Source: an optimization exercise on an open RTL-to-GDS flow (aim: small area, a short achievable clock period and few clock cycles per item). Production flows keep margins and buffers that such runs may drop.
Where RTL was checked, it was by simulation tests only, not by an equivalence proof against the original.
The RTL of run 2 was laid out without a check of its function.
Power figures rest on the tool's default switching activity, not on a simulated workload.

`design/flow/design.v`:
```
package img_pkg;
    typedef logic [7:0]  pixel_t;      
    typedef logic [6:0]  coord_t;      
    typedef logic [5:0]  tgt_t;        
    typedef logic [13:0] src_addr_t;   
    typedef logic [11:0] dst_addr_t;   
    localparam src_addr_t SRC_STRIDE = 14'd100;
endpackage
package bic_pkg;
    localparam int FRAC_BITS = 15;
    localparam int WIN = 8;
endpackage
`timescale 1ns/1ps
module tap_fetcher (
    input  logic        CLK,
    input  logic        RST,
    input  logic        start,
    input  logic [6:0]  j_v0,      
    input  logic [6:0]  j_h0,
    input  logic [4:0]  j_sw,
    input  logic [5:0]  j_sh,
    input  logic        rd_ok,
    output logic        issue,
    output logic        src_rd,
    output logic [13:0] src_addr
);
    logic        act;
    logic        first;
    logic [5:0]  row;
    logic [5:0]  col1;       
    logic [6:0]  ca;         
    logic [13:0] base;       
    logic [13:0] base_cur;
    logic [6:0]  ca_cur;
    logic        row_end;
    assign base_cur = first ? 14'(j_v0) * 14'd100 : base;
    assign ca_cur   = first ? j_h0 - 7'd1 : ca;
    assign issue    = act && rd_ok;
    assign row_end  = (col1 == {1'b0, j_sw} + 6'd1);
    always_ff @(posedge CLK) begin
        if (RST) begin
            act    <= 1'b0;
            src_rd <= 1'b0;
        end else begin
            src_rd <= issue;
            if (start)
                act <= 1'b1;
            else if (issue && row_end && row == j_sh - 6'd1)
                act <= 1'b0;
        end
    end
    always_ff @(posedge CLK) begin
        if (start) begin
            first <= 1'b1;
            row   <= '0;
            col1  <= '0;
        end else begin
            if (first)
                base <= base_cur;
            first <= 1'b0;
            if (issue) begin
                src_addr <= base_cur + 14'(ca_cur);
                if (row_end) begin
                    col1 <= '0;
                    row  <= row + 6'd1;
                    base <= base_cur + 14'd100;
                end else begin
                    col1 <= col1 + 6'd1;
                end
            end
        end
    end
    always_ff @(posedge CLK) begin
        if (issue && row_end)
            ca <= j_h0 - 7'd1;
        else if (issue)
            ca <= ca_cur + 7'd1;
        else
            ca <= ca_cur;
    end
endmodule
`timescale 1ns/1ps
module tap_fifo (
    input  logic       CLK,
    input  logic       shift,
    input  logic [7:0] din,
    input  logic [2:0] pos_n,     
    output logic [7:0] q0,
    output logic [7:0] q1,
    output logic [7:0] q2,
    output logic [7:0] q3
);
    logic [7:0] win   [0:bic_pkg::WIN-1];
    logic [7:0] win_n [0:bic_pkg::WIN-1];
    always_comb begin
        for (int i = 0; i < bic_pkg::WIN; i++)
            win_n[i] = shift ? ((i == 0) ? din : win[i-1]) : win[i];
    end
    always_ff @(posedge CLK) begin
        for (int i = 0; i < bic_pkg::WIN; i++)
            win[i] <= win_n[i];
        q0 <= win_n[3'(pos_n + 3'd1)];
        q1 <= win_n[pos_n];
        q2 <= win_n[3'(pos_n - 3'd1)];
        q3 <= win_n[3'(pos_n - 3'd2)];
    end
endmodule
`timescale 1ns/1ps
module cubic_interp (
    input  logic        CLK,
    input  logic        RST,
    input  logic        start,
    input  logic        in_v,
    input  logic        in_last,
    input  logic [7:0]  q0,
    input  logic [7:0]  q1,
    input  logic [7:0]  q2,
    input  logic [7:0]  q3,
    input  logic [14:0] x,
    output logic        dst_we,
    output logic [11:0] dst_addr,
    output logic [7:0]  dst_data,
    output logic        done
);
    function automatic logic [23:0] booth_enc(input logic [14:0] xv);
        logic [16:0] xe;
        logic [7:0] one, two, neg;
        xe = {2'b00, xv} << 1;
        for (int i = 0; i < 8; i++) begin
            one[i] = xe[2*i+1] ^ xe[2*i];
            two[i] = (xe[2*i+2] & ~xe[2*i+1] & ~xe[2*i]) | (~xe[2*i+2] & xe[2*i+1] & xe[2*i]);
            neg[i] = xe[2*i+2];
        end
        booth_enc = {neg, two, one};
    endfunction
    localparam int NS = 6;               
    logic [NS-1:0] vld, lst;
    logic signed [10:0] a1;
    logic signed [11:0] b1;
    logic signed [8:0]  c1;
    logic [7:0]         d1;
    logic [23:0]        x1;       
    logic signed [12:0] a_n, b_n;
    assign a_n = 13'sd0 - $signed({5'd0, q0}) + 13'sd3 * $signed({5'd0, q1})
               - 13'sd3 * $signed({5'd0, q2}) + $signed({5'd0, q3});
    assign b_n = 13'sd2 * $signed({5'd0, q0}) - 13'sd5 * $signed({5'd0, q1})
               + 13'sd4 * $signed({5'd0, q2}) - $signed({5'd0, q3});
    always_ff @(posedge CLK) begin
        a1 <= a_n[10:0];
        b1 <= b_n[11:0];
        c1 <= $signed({1'b0, q2}) - $signed({1'b0, q0});
        d1 <= q1;
        x1 <= booth_enc(x);
    end
    logic [26:0] us2, uc2, us_n, uc_n;
    logic signed [8:0] c2;
    logic [7:0]  d2;
    logic [23:0] x2;
    booth_csa #(.MW(11), .RW(27)) mul_u (
        .m (a1), .x (x1), .add ({b1, 15'd0}), .s (us_n), .c (uc_n));
    always_ff @(posedge CLK) begin
        us2 <= us_n;
        uc2 <= uc_n;
        c2  <= c1;
        d2  <= d1;
        x2  <= x1;
    end
    logic signed [26:0] u3;
    logic signed [8:0]  c3;
    logic [7:0]  d3;
    logic [23:0] x3;
    always_ff @(posedge CLK) begin
        u3 <= us2 + uc2;
        c3 <= c2;
        d3 <= d2;
        x3 <= x2;
    end
    logic [40:0] vs4, vc4, vs_n, vc_n;
    logic [7:0]  d4;
    logic [23:0] x4;
    booth_csa #(.MW(27), .RW(41)) mul_v (
        .m (u3), .x (x3), .add ({{2{c3[8]}}, c3, 30'd0}), .s (vs_n), .c (vc_n));
    always_ff @(posedge CLK) begin
        vs4 <= vs_n;
        vc4 <= vc_n;
        d4  <= d3;
        x4  <= x3;
    end
    logic signed [40:0] v5;
    logic [7:0]  d5;
    logic [23:0] x5;
    always_ff @(posedge CLK) begin
        v5 <= vs4 + vc4;
        d5 <= d4;
        x5 <= x4;
    end
    logic [55:0] ws6, wc6, ws_n, wc_n;
    booth_csa #(.MW(41), .RW(56)) mul_w (
        .m (v5), .x (x5), .add ({2'b00, d5, 1'b1, 45'd0}), .s (ws_n), .c (wc_n));
    always_ff @(posedge CLK) begin
        ws6 <= ws_n;
        wc6 <= wc_n;
    end
    logic [55:0] w7;
    assign w7 = ws6 + wc6;
    always_ff @(posedge CLK) begin
        if (w7[55])
            dst_data <= 8'd0;
        else if (w7[54])
            dst_data <= 8'hff;
        else
            dst_data <= w7[53:46];
    end
    always_ff @(posedge CLK) begin
        if (start)
            dst_addr <= 12'hfff;
        else if (vld[NS-1])
            dst_addr <= dst_addr + 12'd1;
    end
    always_ff @(posedge CLK) begin
        lst <= {lst[NS-2:0], in_last};
        if (RST) begin
            vld    <= '0;
            dst_we <= 1'b0;
            done   <= 1'b0;
        end else begin
            vld    <= {vld[NS-2:0], in_v};
            dst_we <= vld[NS-1];
            done   <= vld[NS-1] && lst[NS-1];
        end
    end
endmodule
module booth_csa #(
    parameter int MW = 11,
    parameter int RW = 27
) (
    input  logic signed [MW-1:0] m,
    input  logic [23:0]          x,       
    input  logic [RW-1:0]        add,
    output logic [RW-1:0]        s,
    output logic [RW-1:0]        c
);
    localparam int ND = 8;
    logic [MW:0]   me, m2;
    logic [RW-1:0] r [0:8];
    assign me = {m[MW-1], m};
    assign m2 = {m, 1'b0};
    always_comb begin
        logic one, two, neg, negp;
        logic [MW:0] p;
        logic [RW+3:0] t;
        negp = 1'b0;
        for (int i = 0; i < ND; i++) begin
            one = x[i];
            two = x[8+i];
            neg = x[16+i];
            p = ((one ? me : '0) | (two ? m2 : '0)) ^ {(MW+1){neg}};
            if (i == 0)
                t = (RW+4)'({~p[MW], p[MW], p[MW], p[MW-1:0]});
            else
                t = (RW+4)'({1'b1, ~p[MW], p[MW-1:0], 1'b0, negp}) << (2*i - 2);
            r[i] = t[RW-1:0];
            negp = neg;
        end
        r[8] = add;
    end
    function automatic logic [2*RW-1:0] csa(input logic [RW-1:0] a, b, cc);
        logic [RW-1:0] sum, k;
        sum = a ^ b ^ cc;
        k = ((a & b) | (a & cc) | (b & cc)) << 1;
        csa = {k, sum};
    endfunction
    logic [RW-1:0] l1 [0:5];
    logic [RW-1:0] l2 [0:3];
    logic [RW-1:0] l3 [0:2];
    assign {l1[1], l1[0]} = csa(r[0], r[1], r[2]);
    assign {l1[3], l1[2]} = csa(r[3], r[4], r[5]);
    assign {l1[5], l1[4]} = csa(r[6], r[7], r[8]);
    assign {l2[1], l2[0]} = csa(l1[0], l1[1], l1[2]);
    assign {l2[3], l2[2]} = csa(l1[3], l1[4], l1[5]);
    assign {l3[1], l3[0]} = csa(l2[0], l2[1], l2[2]);
    assign l3[2] = l2[3];
    assign {c, s} = csa(l3[0], l3[1], l3[2]);
endmodule
`timescale 1ns/1ps
module bicubic_scaler (
    input  logic               CLK,
    input  logic               RST,
    input  logic               start,
    input  img_pkg::coord_t    v0,
    input  img_pkg::coord_t    h0,
    input  logic [4:0]         sw,
    input  img_pkg::tgt_t      sh,
    input  img_pkg::tgt_t      tw,
    input  img_pkg::pixel_t    src_data,
    output logic               src_rd,
    output img_pkg::src_addr_t src_addr,
    output logic               dst_we,
    output img_pkg::dst_addr_t dst_addr,
    output img_pkg::pixel_t    dst_data,
    output logic               done
);
    logic [6:0] j_v0, j_h0;
    logic [4:0] j_sw;
    logic [5:0] j_sh, j_D;
    logic [7:0] j_D3;
    logic       es_act;
    always_ff @(posedge CLK) begin
        if (!es_act) begin
            j_v0 <= v0;
            j_h0 <= h0;
            j_sw <= sw;
            j_sh <= sh;
            j_D  <= tw - 6'd1;
            j_D3 <= 8'(tw) * 8'd3 - 8'd3;
        end
    end
    logic [20:0] dq;
    logic [5:0]  dr;
    logic [2:0]  dcnt;
    logic        q_ok;
    logic [20:0] dq_n;
    logic [5:0]  dr_n;
    always_comb begin
        logic [7:0] t;
        logic [6:0] t2;
        logic [8:0] s1, s2, s3;
        logic [7:0] s0;
        t  = {dr, dq[20:19]};
        s1 = {1'b0, t} - {3'b000, j_D};
        s2 = {1'b0, t} - {2'b00, j_D, 1'b0};
        s3 = {1'b0, t} - {1'b0, j_D3};
        if (!s3[8]) begin
            dr_n = s3[5:0];
            dq_n = {dq[18:0], 2'd3};
        end else if (!s2[8]) begin
            dr_n = s2[5:0];
            dq_n = {dq[18:0], 2'd2};
        end else if (!s1[8]) begin
            dr_n = s1[5:0];
            dq_n = {dq[18:0], 2'd1};
        end else begin
            dr_n = t[5:0];
            dq_n = {dq[18:0], 2'd0};
        end
        t2 = {dr_n, dq_n[20]};
        s0 = {1'b0, t2} - {2'b00, j_D};
        if (!s0[7]) begin
            dr_n = s0[5:0];
            dq_n = {dq_n[19:0], 1'b1};
        end else begin
            dr_n = t2[5:0];
            dq_n = {dq_n[19:0], 1'b0};
        end
    end
    always_ff @(posedge CLK) begin
        if (start) begin
            dq   <= {1'b0, sw - 5'd1, 15'd0};
            dr   <= '0;
            dcnt <= '0;
            q_ok <= 1'b0;
        end else if (!q_ok) begin
            dq   <= dq_n;
            dr   <= dr_n;
            dcnt <= dcnt + 3'd1;
            q_ok <= (dcnt == 3'd6);
        end
    end
    logic issue;
    logic rd_ok;
    logic arrive;
    tap_fetcher fetch_inst (
        .CLK      (CLK),
        .RST      (RST),
        .start    (start),
        .j_v0     (j_v0),
        .j_h0     (j_h0),
        .j_sw     (j_sw),
        .j_sh     (j_sh),
        .rd_ok    (rd_ok),
        .issue    (issue),
        .src_rd   (src_rd),
        .src_addr (src_addr)
    );
    always_ff @(posedge CLK) begin
        if (RST)
            arrive <= 1'b0;
        else
            arrive <= src_rd;
    end
    logic [5:0]  es_c, es_row;
    logic [14:0] x_c, x_n;
    logic [5:0]  e_n;
    logic        single_c, last_c, jlast_c;
    logic [5:0]  step_c;             
    logic signed [6:0] rel, irel, rel_n;
    logic        ready;
    logic [7:0]  e_sum;
    logic        e_ge;
    logic [15:0] xs0, xs1, x_sum;
    logic [5:0]  qs0, qs1;
    logic        last_n;
    logic signed [6:0] dlt;
    logic        act_n, ok_n, single_n;
    assign rd_ok  = (irel <= 7'sd6);
    assign dlt    = ready ? $signed({1'b0, step_c}) : 7'sd0;
    assign rel_n  = rel + $signed({6'd0, arrive}) - dlt;
    assign e_sum  = {2'b00, e_n} + {2'b00, dr} - {2'b00, j_D};
    assign e_ge   = !e_sum[7];
    assign xs0    = {1'b0, x_n} + {1'b0, dq[14:0]};
    assign xs1    = {1'b0, x_n} + {1'b0, dq[14:0]} + 16'd1;
    assign x_sum  = e_ge ? xs1 : xs0;
    assign qs0    = {1'b0, dq[19:15]};
    assign qs1    = {1'b0, dq[19:15]} + 6'd1;
    assign last_n = (es_c + 6'd1 == j_D);
    always_comb begin
        if (RST)
            act_n = 1'b0;
        else if (start)
            act_n = 1'b1;
        else if (ready && jlast_c)
            act_n = 1'b0;
        else
            act_n = es_act;
        ok_n = !start && (q_ok || dcnt == 3'd6);
        if (start)
            single_n = 1'b1;
        else if (ready)
            single_n = last_c || (x_n == '0);
        else
            single_n = single_c;
    end
    always_ff @(posedge CLK) begin
        es_act <= act_n;
        ready  <= act_n && ok_n && !start && (rel_n >= (single_n ? 7'sd0 : 7'sd2));
        single_c <= single_n;
        rel  <= start ? -7'sd2 : rel_n;
        irel <= start ? -7'sd1 : irel + $signed({6'd0, issue}) - dlt;
        if (start) begin
            es_c     <= '0;
            es_row   <= '0;
            x_c      <= '0;
            last_c   <= 1'b0;
            jlast_c  <= 1'b0;
        end else if (!q_ok) begin
            x_n    <= dq_n[14:0];
            e_n    <= dr_n;
            step_c <= {1'b0, dq_n[19:15]};
        end else if (ready) begin
            if (last_c) begin
                es_c     <= '0;
                es_row   <= es_row + 6'd1;
                x_c      <= '0;
                last_c   <= 1'b0;
                jlast_c  <= 1'b0;
                x_n      <= dq[14:0];
                e_n      <= dr;
                step_c   <= qs0;
            end else begin
                es_c     <= es_c + 6'd1;
                x_c      <= x_n;
                last_c   <= last_n;
                jlast_c  <= last_n && (es_row == j_sh - 6'd1);
                x_n      <= x_sum[14:0];
                e_n      <= e_ge ? e_sum[5:0] : 6'(e_sum + {2'b00, j_D});
                step_c   <= last_n ? 6'd3 : (x_sum[15] ? qs1 : qs0);
            end
        end
    end
    logic [7:0] q0, q1, q2, q3;
    tap_fifo win_inst (
        .CLK   (CLK),
        .shift (arrive),
        .din   (src_data),
        .pos_n (rel_n[2:0]),
        .q0    (q0),
        .q1    (q1),
        .q2    (q2),
        .q3    (q3)
    );
    cubic_interp kern_inst (
        .CLK      (CLK),
        .RST      (RST),
        .start    (start),
        .in_v     (ready),
        .in_last  (jlast_c),
        .q0       (q0),
        .q1       (q1),
        .q2       (q2),
        .q3       (q3),
        .x        (x_c),
        .dst_we   (dst_we),
        .dst_addr (dst_addr),
        .dst_data (dst_data),
        .done     (done)
    );
endmodule
```
`design/flow/run.sh`:
```
#!/bin/bash
# synth_recipe.tcl (not shown) runs the flow's synth.tcl, then flattens the netlist and writes it again
# the make line also repeats each setting of config.mk as NAME=value (left out here)
make -C /OpenROAD-flow-scripts/flow DESIGN_CONFIG=/design/flow/config.mk WORK_HOME=/design/flow/orfs CLKGATE_MAP_FILE= SYNTH_SCRIPT=/design/flow/synth_recipe.tcl finish
```
`design/flow/config.mk`:
```
export PLATFORM = sky130hd
export DESIGN_NAME = bicubic_scaler
export DESIGN_NICKNAME = bicubic_scaler
export VERILOG_FILES = /design/flow/design.v
export SDC_FILE = /design/flow/constraint.sdc
export NUM_CORES = 4
export LEC_CHECK = 0
export CAP_MARGIN = 20
export CORE_MARGIN = 2
export CORE_UTILIZATION = 40
export SLEW_MARGIN = 20
```
`design/flow/constraint.sdc`:
```
create_clock -name core_clock -period 15.0 [get_ports {CLK}]
set_input_delay 3.0000 -clock core_clock [delete_from_list [all_inputs] [get_ports {CLK}]]
set_output_delay 3.0000 -clock core_clock [all_outputs]
set_load 0.01 [all_outputs]
```
==> flow_metrics.py, run 1 <==
metrics = {
    "run_status": {
        "status": "complete, no violations",
    },
    "route": {
        "routed_wl_microns": 151000,
        "wl_per_cell_microns": 19.0,
        "drt_iter0_markers": 3576,
        "routed_via_density": 5.36,
        "vias": 42691,
        "drcViolationCount": 0,
        "postRouteAntennaNets": 0,
        "drt_first_pass_iters": 8,
    },
    "logic_synthesis": {
        "yosys_warnings": 21,
        "yosys.area.top_type_share_pct": 24.2,
        "yosys.cell_types.count": 88,
        "synth_seq_area_share_pct": 29.1,
        "ys.flop_type": "dfxtp_1",
        "syn_inst": 6080,
        "syn_area_per_cell_sq_um": 9.90,
        "ys_ff_latch": 825,
        "synthTopCellsByArea": "dfxtp_1 24%, fa_1 18%, ha_1 9.6%",
        "synth_edf_count": 98,
        "yosysTopAreaCell": "dfxtp_1",
        "netlist_area_sq_um": 60200,
        "synth.most_common_cell": "inv_1",
        "synth_commonest_cells": "732 x inv_1, 727 x dfxtp_1, 542 x a22oi_1",
        "synth_nets": 7121,
        "synthArstFlopShare_pct": 0,
    },
    "cells_and_area": {
        "final_util_pct": 43.8,
        "fillerInstances": 14382,
        "area_delta_synth_final_pct": 8.75,
        "regArea_sq_um": 17500,
        "antennaDiodeCount": 0,
        "multi_input_area_sq_um": 38300,
        "drive_gt1_share_pct": 5.69,
        "layout.nets": 6904,
        "layoutNonFillerInstCount": 7959,
    },
    "power": {
        "power.density_nw_per_um2": 151,
        "design_power_total_mw": 9.88,
        "peakVddDrop_uv": 216,
        "p_leak_nw": 27.6,
    },
    "clocking": {
        "htreeDepth": 3,
        "postCtsSetupBuffers": 0,
        "cts_buffer_depth": 3,
        "clk_pin_slew_ps": 60,
        "worstSkewPairLatency_ps": 710,
        "cts_inserted_buffers": 95,
        "cts_hold_buf": 0,
        "cts_tree": "built",
        "numClockSinks": 825,
        "cts-resized-gates": 0,
        "clockRootBuffer": "clkbuf_16",
    },
    "sta": {
        "finalCriticalPeriod_ps": 5470,
        "fin_crit_sh_pct": 36.5,
        "relSlewSlack_pct": 24.8,
        "setup_viol": 0,
        "hold_slack_ps": 318,
        "hold_viol_final": 0,
        "fin_tns_setup_ps": 0,
        "skew_ps": 37.3,
        "slew_viol_final": 0,
        "tightest_slew_ps": 1130,
        "rsz0062_at_grt": "false",
        "clock.fmax_mhz": 183,
    },
    "worst_setup_path": {
        "start_kind": "flip-flop",
        "worst_ep_arrival_time_ps": 6000,
        "crit_required_ps": 15530,
        "cp_num_cells": 23,
        "cpLargestDelayFamily": "compound AO/OA/AOI/OAI gates",
        "cp_max_fo": 8,
        "slowest_stage": "a21oi_2",
        "critical_path_class": "reg -> reg",
        "path_cells": "inv_1 -> ha_1 -> inv_1 -> fa_1 -> a21o_1 -> a21oi_1 -> nor2b_1 -> o21a_1 -> o21ai_1 -> nand2b_1 -> a21o_1 -> a21oi_1 -> mux2i_1 -> ha_1 -> a21oi_1 -> o21ai_0 -> a21o_1 -> a21o_1 -> a21oi_1 -> o21ai_0 -> a21oi_2 -> mux2_2 -> o21ai_0",
        "endpoint_kind": "flip-flop",
        "max_stage_delay_ps": 460,
        "cp.buffers_inverters": 2,
        "rr_worst_depth": 23,
    },
    "die": {
        "core.rowCount": 142,
        "die_h_microns": 392,
        "num_io_pins": 79,
        "core_area_sq_um": 150000,
        "start_util_pct": 40.3,
        "die_width_microns": 392,
        "dieArea_sq_um": 154000,
    },
    "hold_path": {
        "hp-class": "reg -> reg",
        "hold_path_depth": 0,
    },
    "grt": {
        "grt_max_degree": 84,
        "grt_usage_pct": 19.9,
        "antenna_found_initial": 0,
        "grt_pass1_wl_microns": 245000,
        "grt_pass1_vias": 44274,
        "grt_remaining_overflow": 0,
    },
    "place": {
        "placedCellCount": 7782,
        "port_buffers": 78,
        "dp_hpwl_microns": 107000,
        "gp_congestion": 0.851,
    },
    "flow_run": {
        "maxCapViolCount": 0,
    },
}
metrics by stage:
stage	cell area, sq um	worst slack, ps
after global routing	65500	9170
after floorplan	60200	9840
final	65500	9530
after global placement	62300	9750
after CTS	65500	9550
after detailed placement	62300	9570
layout by cell type, fill, tap and decap left out, types with 18 or more instances in the layout:
| cell type | n |
|---|---|
| buf_4 | 54 |
| mux2i_1 | 69 |
| dfxtp_1 | 710 |
| fa_1 | 535 |
| mux2_2 | 61 |
| a22oi_1 | 542 |
| xor2_1 | 340 |
| a21oi_1 | 271 |
| nor3_1 | 41 |
| a211oi_1 | 30 |
| nand4_1 | 24 |
| clkdlybuf4s50_1 | 77 |
| inv_1 | 732 |
| ha_1 | 462 |
| a31oi_1 | 24 |
| o21bai_1 | 40 |
| a21o_1 | 80 |
| clkbuf_1 | 19 |
| xnor2_1 | 514 |
| nand3_1 | 50 |
| nand2b_1 | 18 |
| nor2b_1 | 40 |
| edfxtp_1 | 98 |
| nor3b_1 | 21 |
| nand2_1 | 206 |
| nor2_1 | 263 |
| o21ai_0 | 138 |
| a22o_1 | 71 |
| clkbuf_16 | 99 |
final timing paths:
| path | start | to | slack [ps] |
|---|---|---|---|
| worst max-delay path | dq[19] | e_n[0] | 9530 |
| worst min-delay path | kern_inst.x2[1] | kern_inst.x3[1] | 320 |
| worst max register to register | dq[19] | e_n[0] | 9530 |
| worst min register to register | kern_inst.x2[1] | kern_inst.x3[1] | 320 |
routing by layer:
metal	wire, microns	up-vias	GRT usage [%]
li1	-	19976	-
met1	66700	20902	26.7
met2	69900	1554	32.2
met3	10500	259	3.43
met4	4400	0	6.85
met5	0	-	0
cell families (layout without fill, tap and decap cells):
family | Yosys count | in the layout | synth area share (%)
buffers and inverters | 1180 | 1043 | 7.39
AND/OR/NAND/NOR | 747 | 747 | 5.79
multiplexers | 138 | 138 | 2.59
flip-flops | 825 | 825 | 29.1
XOR/XNOR | 855 | 855 | 12.4
adder cells (fa/ha/maj) | 999 | 999 | 27.4
AO/OA/AOI/OAI | 1336 | 1336 | 15.3
state kept, by name, summed over array words and instances, names as in the netlist, 15 cells and up:
name,cells
kern_inst.us2,27
x_n,15
kern_inst.x1,23
kern_inst.uc2,22
kern_inst.vs4,41
kern_inst.v5,41
kern_inst.x5,23
x_c,15
kern_inst.x3,23
kern_inst.vc4,36
kern_inst.x2,23
kern_inst.ws6,52
kern_inst.x4,23
win_inst.win,64
kern_inst.u3,27
dq,21
kern_inst.wc6,51
report_power, final:
group	internal [mW]	leakage [nW]	switching, mW
registers	2.73	6.92	0.551
clock network	1.35	1.56	1.00
logic	1.93	19.1	2.32
cell type report:
class	count	area share, %
clock buffers	127	4.08
clock inverters	50	0.839
inverters	734	4.21
multi-input cells	4075	58.5
flip-flops and latches	825	26.8
well taps	2016	3.85
repair buffers	132	1.80
Testbench counts, summed over its fixed seeds: cycles 17,160, pixels 15,020.
==> run 2: changes to the inputs <==
--- a/design/flow/design.v
+++ b/design/flow/design.v
@@ -86,3 +86,5 @@
     input  logic [7:0] din,
-    input  logic [2:0] pos_n,     
+    input  logic [2:0] pi,
+    input  logic [2:0] pe,
+    input  logic       emit,
     output logic [7:0] q0,
@@ -92,15 +94,18 @@
 );
-    logic [7:0] win   [0:bic_pkg::WIN-1];
-    logic [7:0] win_n [0:bic_pkg::WIN-1];
-    always_comb begin
-        for (int i = 0; i < bic_pkg::WIN; i++)
-            win_n[i] = shift ? ((i == 0) ? din : win[i-1]) : win[i];
-    end
+    logic [7:0] win [0:bic_pkg::WIN-1];
+    logic [2:0] b;
+    assign b = emit ? pe : pi;
+    function automatic logic [7:0] pick(input logic [2:0] idx);
+        pick = (shift && idx == 3'd7) ? din : win[idx];
+    endfunction
     always_ff @(posedge CLK) begin
-        for (int i = 0; i < bic_pkg::WIN; i++)
-            win[i] <= win_n[i];
-        q0 <= win_n[3'(pos_n + 3'd1)];
-        q1 <= win_n[pos_n];
-        q2 <= win_n[3'(pos_n - 3'd1)];
-        q3 <= win_n[3'(pos_n - 3'd2)];
+        if (shift) begin
+            win[0] <= din;
+            for (int i = 1; i < bic_pkg::WIN; i++)
+                win[i] <= win[i-1];
+        end
+        q0 <= pick(3'(b + 3'd1));
+        q1 <= pick(b);
+        q2 <= pick(3'(b - 3'd1));
+        q3 <= pick(3'(b - 3'd2));
     end
@@ -305,4 +310,29 @@
     logic [5:0] j_sh, j_D;
-    logic [7:0] j_D3;
+    logic [8:0] j_D3, j_D5, j_D7;    
     logic       es_act;
+    logic [20:0] dq;
+    logic [5:0]  dr;
+    logic [2:0]  dcnt;
+    logic        q_ok;
+    logic [20:0] dq_n;
+    logic [5:0]  dr_n;
+    logic [4:0]  st_in;
+    logic [1:0]  t1, dq1, dr1;
+    assign st_in = sw - 5'd1;
+    assign t1    = st_in[4:3];
+    always_comb begin
+        if (tw == 6'd2) begin
+            dq1 = t1;
+            dr1 = 2'd0;
+        end else if (tw == 6'd3) begin
+            dq1 = {1'b0, t1[1]};
+            dr1 = {1'b0, t1[0]};
+        end else if (tw == 6'd4) begin
+            dq1 = {1'b0, t1 == 2'd3};
+            dr1 = (t1 == 2'd3) ? 2'd0 : t1;
+        end else begin
+            dq1 = 2'd0;
+            dr1 = t1;
+        end
+    end
     always_ff @(posedge CLK) begin
@@ -314,41 +344,28 @@
             j_D  <= tw - 6'd1;
-            j_D3 <= 8'(tw) * 8'd3 - 8'd3;
+            j_D3 <= 9'(tw) * 9'd3 - 9'd3;
+            j_D5 <= 9'(tw) * 9'd5 - 9'd5;
+            j_D7 <= 9'(tw) * 9'd7 - 9'd7;
         end
     end
-    logic [20:0] dq;
-    logic [5:0]  dr;
-    logic [2:0]  dcnt;
-    logic        q_ok;
-    logic [20:0] dq_n;
-    logic [5:0]  dr_n;
     always_comb begin
-        logic [7:0] t;
-        logic [6:0] t2;
-        logic [8:0] s1, s2, s3;
-        logic [7:0] s0;
-        t  = {dr, dq[20:19]};
-        s1 = {1'b0, t} - {3'b000, j_D};
-        s2 = {1'b0, t} - {2'b00, j_D, 1'b0};
-        s3 = {1'b0, t} - {1'b0, j_D3};
-        if (!s3[8]) begin
-            dr_n = s3[5:0];
-            dq_n = {dq[18:0], 2'd3};
-        end else if (!s2[8]) begin
-            dr_n = s2[5:0];
-            dq_n = {dq[18:0], 2'd2};
-        end else if (!s1[8]) begin
-            dr_n = s1[5:0];
-            dq_n = {dq[18:0], 2'd1};
-        end else begin
-            dr_n = t[5:0];
-            dq_n = {dq[18:0], 2'd0};
-        end
-        t2 = {dr_n, dq_n[20]};
-        s0 = {1'b0, t2} - {2'b00, j_D};
-        if (!s0[7]) begin
-            dr_n = s0[5:0];
-            dq_n = {dq_n[19:0], 1'b1};
-        end else begin
-            dr_n = t2[5:0];
-            dq_n = {dq_n[19:0], 1'b0};
+        logic [8:0] t;
+        logic [9:0] s [1:7];
+        logic [9:0] m [1:7];
+        m[1] = {4'd0, j_D};
+        m[2] = {3'd0, j_D, 1'b0};
+        m[3] = {1'b0, j_D3};
+        m[4] = {2'd0, j_D, 2'b00};
+        m[5] = {1'b0, j_D5};
+        m[6] = {j_D3, 1'b0};
+        m[7] = {1'b0, j_D7};
+        t = {dr, dq[20:18]};
+        for (int k = 1; k <= 7; k++)
+            s[k] = {1'b0, t} - m[k];
+        dr_n = t[5:0];
+        dq_n = {dq[17:0], 3'd0};
+        for (int k = 1; k <= 7; k++) begin
+            if (!s[k][9]) begin
+                dr_n = s[k][5:0];
+                dq_n = {dq[17:0], 3'(k)};
+            end
         end
@@ -356,5 +373,5 @@
     always_ff @(posedge CLK) begin
-        if (start) begin
-            dq   <= {1'b0, sw - 5'd1, 15'd0};
-            dr   <= '0;
+        if (!es_act) begin
+            dq   <= {st_in[2:0], 15'd0, 1'b0, dq1};
+            dr   <= {4'd0, dr1};
             dcnt <= '0;
@@ -365,3 +382,3 @@
             dcnt <= dcnt + 3'd1;
-            q_ok <= (dcnt == 3'd6);
+            q_ok <= (dcnt == 3'd5);
         end
@@ -393,3 +410,7 @@
     logic [5:0]  e_n;
-    logic        single_c, last_c, jlast_c;
+    logic        single_c, last_c, jlast_c, first_c;
+    logic [14:0] x_ne;
+    logic [5:0]  e_ne;
+    logic [2:0]  pe;                
+    assign pe = rel[2:0] - step_c[2:0];
     logic [5:0]  step_c;             
@@ -404,2 +425,3 @@
     logic        act_n, ok_n, single_n;
+    logic [5:0]  step_n;
     assign rd_ok  = (irel <= 7'sd6);
@@ -407,6 +429,8 @@
     assign rel_n  = rel + $signed({6'd0, arrive}) - dlt;
-    assign e_sum  = {2'b00, e_n} + {2'b00, dr} - {2'b00, j_D};
+    assign x_ne   = x_n;
+    assign e_ne   = e_n;
+    assign e_sum  = {2'b00, e_ne} + {2'b00, dr} - {2'b00, j_D};
     assign e_ge   = !e_sum[7];
-    assign xs0    = {1'b0, x_n} + {1'b0, dq[14:0]};
-    assign xs1    = {1'b0, x_n} + {1'b0, dq[14:0]} + 16'd1;
+    assign xs0    = {1'b0, x_ne} + {1'b0, dq[14:0]};
+    assign xs1    = {1'b0, x_ne} + {1'b0, dq[14:0]} + 16'd1;
     assign x_sum  = e_ge ? xs1 : xs0;
@@ -424,3 +448,3 @@
             act_n = es_act;
-        ok_n = !start && (q_ok || dcnt == 3'd6);
+        ok_n = !start && (q_ok || dcnt == 3'd5);
         if (start)
@@ -428,3 +452,3 @@
         else if (ready)
-            single_n = last_c || (x_n == '0);
+            single_n = last_c || (x_ne == '0);
         else
@@ -444,6 +468,6 @@
             jlast_c  <= 1'b0;
+            first_c  <= 1'b1;
         end else if (!q_ok) begin
-            x_n    <= dq_n[14:0];
-            e_n    <= dr_n;
-            step_c <= {1'b0, dq_n[19:15]};
+            x_n      <= dq_n[14:0];
+            e_n      <= dr_n;
         end else if (ready) begin
@@ -455,15 +479,24 @@
                 jlast_c  <= 1'b0;
+                first_c  <= 1'b1;
                 x_n      <= dq[14:0];
                 e_n      <= dr;
-                step_c   <= qs0;
             end else begin
                 es_c     <= es_c + 6'd1;
-                x_c      <= x_n;
+                x_c      <= x_ne;
                 last_c   <= last_n;
                 jlast_c  <= last_n && (es_row == j_sh - 6'd1);
+                first_c  <= 1'b0;
                 x_n      <= x_sum[14:0];
                 e_n      <= e_ge ? e_sum[5:0] : 6'(e_sum + {2'b00, j_D});
-                step_c   <= last_n ? 6'd3 : (x_sum[15] ? qs1 : qs0);
             end
         end
+        step_c <= step_n;
+    end
+    always_comb begin
+        if (!q_ok)
+            step_n = (dcnt == 3'd1) ? {1'b0, dq[4:0]} : step_c;
+        else if (ready)
+            step_n = last_c ? qs0 : (last_n ? 6'd3 : (x_sum[15] ? qs1 : qs0));
+        else
+            step_n = step_c;
     end
@@ -474,3 +507,5 @@
         .din   (src_data),
-        .pos_n (rel_n[2:0]),
+        .pi    (rel[2:0]),
+        .pe    (pe),
+        .emit  (ready),
         .q0    (q0),
==> flow_metrics.py, run 2 <==
metrics = {
    "cells_and_area": {
        "layout.nets": 7170,
        "top_regs": "win_inst.win x64, kern_inst.ws6 x52, kern_inst.wc6 x51",
        "final_cell_mix": "727 x inv_1, 644 x dfxtp_1, 552 x a22oi_1",
        "largest_reg_flops": 64,
        "fillerInstances": 14838,
        "regArea_sq_um": 18600,
        "fin_area_sq_um": 68000,
        "largest-register": "win_inst.win",
        "drive_gt1_share_pct": 4.80,
        "final_util_pct": 43.7,
        "layoutNonFillerInstCount": 8221,
        "multi_input_area_sq_um": 39500,
        "final_common_cell": "inv_1",
        "area_delta_synth_final_pct": 8.82,
    },
    "sta": {
        "fin_crit_sh_pct": 37.7,
        "hold_viol_final": 0,
        "tightest_slew_ps": 1140,
        "relSlewSlack_pct": 24.3,
        "clock.fmax_mhz": 177,
        "rsz0062_at_grt": "false",
        "fin_tns_setup_ps": 0,
        "slew_viol_final": 0,
        "skew_ps": 53.3,
        "finalCriticalPeriod_ps": 5660,
        "hold_slack_ps": 288,
        "setup_viol": 0,
    },
    "logic_synthesis": {
        "synth_compound_area_share_pct": 15.5,
        "yosys.cell_types.count": 91,
        "yosys.area.top_type_share_pct": 21.2,
        "synth_xor_area_share_pct": 12.2,
        "synth_edf_count": 179,
        "synth_nets": 7385,
        "netlist_area_sq_um": 62500,
        "syn_area_per_cell_sq_um": 9.92,
        "syn_inst": 6295,
        "ys.flop_type": "dfxtp_1",
        "yosysTopAreaCell": "dfxtp_1",
        "ys_ff_latch": 840,
        "synth.mux.area_fraction_pct": 1.33,
        "yosys_warnings": 24,
        "synth_top_family_by_area": "adder cells",
        "synth_commonest_cells": "727 x inv_1, 661 x dfxtp_1, 552 x a22oi_1",
        "synth_seq_area_share_pct": 29.8,
        "synthArstFlopShare_pct": 0,
        "synth_fa_ha_area_share_pct": 27.6,
        "synthTopCellsByArea": "dfxtp_1 21%, fa_1 18%, ha_1 10%",
        "yosys.area_share.simple_pct": 6.51,
        "synth.most_common_cell": "inv_1",
    },
    "power": {
        "p_leak_nw": 28.4,
        "power.density_nw_per_um2": 125,
        "peakVddDrop_uv": 130,
    },
    "grt": {
        "grt_max_degree": 76,
        "grt_pass1_wl_microns": 242000,
        "antenna_found_initial": 1,
        "grt_remaining_overflow": 0,
        "grt_usage_pct": 18.5,
        "grt_pass1_vias": 45462,
    },
    "die": {
        "die_h_microns": 399,
        "num_io_pins": 79,
        "core.rowCount": 145,
        "start_util_pct": 40.1,
        "dieArea_sq_um": 159000,
        "die_width_microns": 399,
        "core_area_sq_um": 156000,
    },
    "route": {
        "routed_via_density": 5.33,
        "vias": 43833,
        "drcViolationCount": 0,
        "routed_wl_microns": 147000,
        "wl_per_cell_microns": 17.9,
        "drt_first_pass_iters": 6,
        "drt_iter0_markers": 3052,
        "postRouteAntennaNets": 0,
    },
    "clocking": {
        "htreeDepth": 3,
        "cts_tree": "built",
        "numClockSinks": 840,
        "cts-resized-gates": 0,
        "postCtsSetupBuffers": 0,
        "worstSkewPairLatency_ps": 730,
        "clockRootBuffer": "clkbuf_16",
        "cts_hold_buf": 0,
        "clk_pin_slew_ps": 60,
        "cts_buffer_depth": 3,
        "cts_inserted_buffers": 95,
    },
    "worst_setup_path": {
        "setup.worst_path.start": "tw[1]",
        "endpoint_kind": "flip-flop",
        "rr_worst_depth": 14,
        "worst_ep_arrival_time_ps": 6140,
        "rrSetupSlack_ps": 10160,
        "timing.rr.end": "step_c[3]",
        "crit_required_ps": 15480,
        "critical_path_class": "in -> reg",
        "start_kind": "input pin",
        "cp_max_fo": 7,
        "crit_end": "j_D7[8]",
        "timing.rr.start": "dr[1]",
    },
    "place": {
        "placedCellCount": 8041,
        "dp_hpwl_microns": 105000,
        "port_buffers": 78,
        "gp_congestion": 0.893,
        "place_area_sq_um": 64600,
    },
    "run_status": {
        "status": "complete, no violations",
    },
    "hold_path": {
        "hp-class": "reg -> reg",
    },
    "flow_run": {
        "maxCapViolCount": 0,
    },
}
[run 2: cell types whose count changed after synthesis, moves of 13 or more]
cell | previous run | this run
a21o_1 | 80 | 63
o21ai_0 | 138 | 177
a222oi_1 | 15 | 2
mux2i_1 | 69 | 48
ha_1 | 463 | 502
nand2_1 | 206 | 279
mux2_2 | 61 | 19
xnor2_1 | 514 | 529
dfxtp_1 | 727 | 661
edfxtp_1 | 98 | 179
o21a_1 | 16 | 36
[run 2: through the flow]
stage	worst slack, ps	power [mW]
after CTS	9370	8.59
final	9340	8.49
after detailed placement	8580	6.10
after global routing	9070	9.13
after floorplan	9660	5.33
after global placement	8540	6.05
[run 2: kinds of logic after synthesis]
group	Yosys count
adders and majority gates	1048
xor gates and xnor gates	869
and+or+nand+nor	870
buffers and inverters	1180
DFF	840
AOI/OAI and AO/OA	1415
muxes	73
[run 2: layout make-up]
cell class,count,area share [%]
Clock inverter,49,0.957
Timing Repair Buffer,139,1.81
Antenna cell,1,0.00368
Sequential cell,840,27.4
Inverter,729,4.03
Clock buffer,130,3.94
Tap cell,2058,3.79
Multi-Input combinational cell,4275,58.1
[run 2: routing by layer]
layer	global-route usage, %	share of wire [%]	up-vias
li1	-	-	20817
met1	24.4	45	21437
met2	31.1	47	1268
met3	2.82	5.4	311
met4	5.90	2.7	0
met5	0	0	-
[run 2: how the worst min path moves through the flow]
stage | start | endpoint | slack (ps) | cells after the start
2_1_floorplan | kern_inst.c1[0] | kern_inst.c2[0] | 310 | 0
3_3_place_gp | kern_inst.x4[14] | kern_inst.x5[14] | 310 | 0
3_5_place_dp | kern_inst.c1[5] | kern_inst.c2[5] | 310 | 0
4_1_cts | kern_inst.x2[18] | kern_inst.x3[18] | 280 | 0
5_1_grt | kern_inst.x2[18] | kern_inst.x3[18] | 290 | 0
6_report | kern_inst.x2[18] | kern_inst.x3[18] | 290 | 0
[run 2: where the power goes]
part | switching [mW] | internal, mW
logic | 1.60 | 1.36
clock network | 1.01 | 1.43
registers | 0.432 | 2.67
total | 3.04 | 5.45
[run 2: worst max-delay path: stages]
cell and delay, ps:
clkdlybuf4s50_1 700, inv_1 230, ha_1 340, inv_1 130
fa_1 430, ha_1 330, a31oi_1 260, nor2b_1 80
o21a_1 180, o21ai_0 180, a21oi_1 90, nor2_1 120
xnor2_1 80

==> static timing again, ports no longer ideal <==
The results above use ideal ports. As a check the final layouts listed here were re-extracted and re-timed, cells and wires unchanged.
Step 1, drivers: a clkbuf_16 drives CLK and a buf_2 each remaining input, both assumed.
Step 2 adds t to the input delays and takes it off the output delays; t is the mean of the earliest and latest rising clock arrival at the registers after step 1. Input paths then give back, and output paths get back, about the clock's delay inside the block.
a / b / c = ideal / step 1 / step 2; a / b = the first two.
| run | t, ns | slack for setup (ns) | worst setup path at the end |
|---|---|---|---|
| run 1 | 0.764 | 9.527 / 9.527 / 9.527 | register to register |
| run 2 | 0.781 | 9.340 / 9.385 / 8.604 | input to register |
After both steps every run listed still meets setup and hold. For run 2, which loses most, drivers alone change the setup slack by +0.045 ns; drivers and shift together by -0.736 ns.
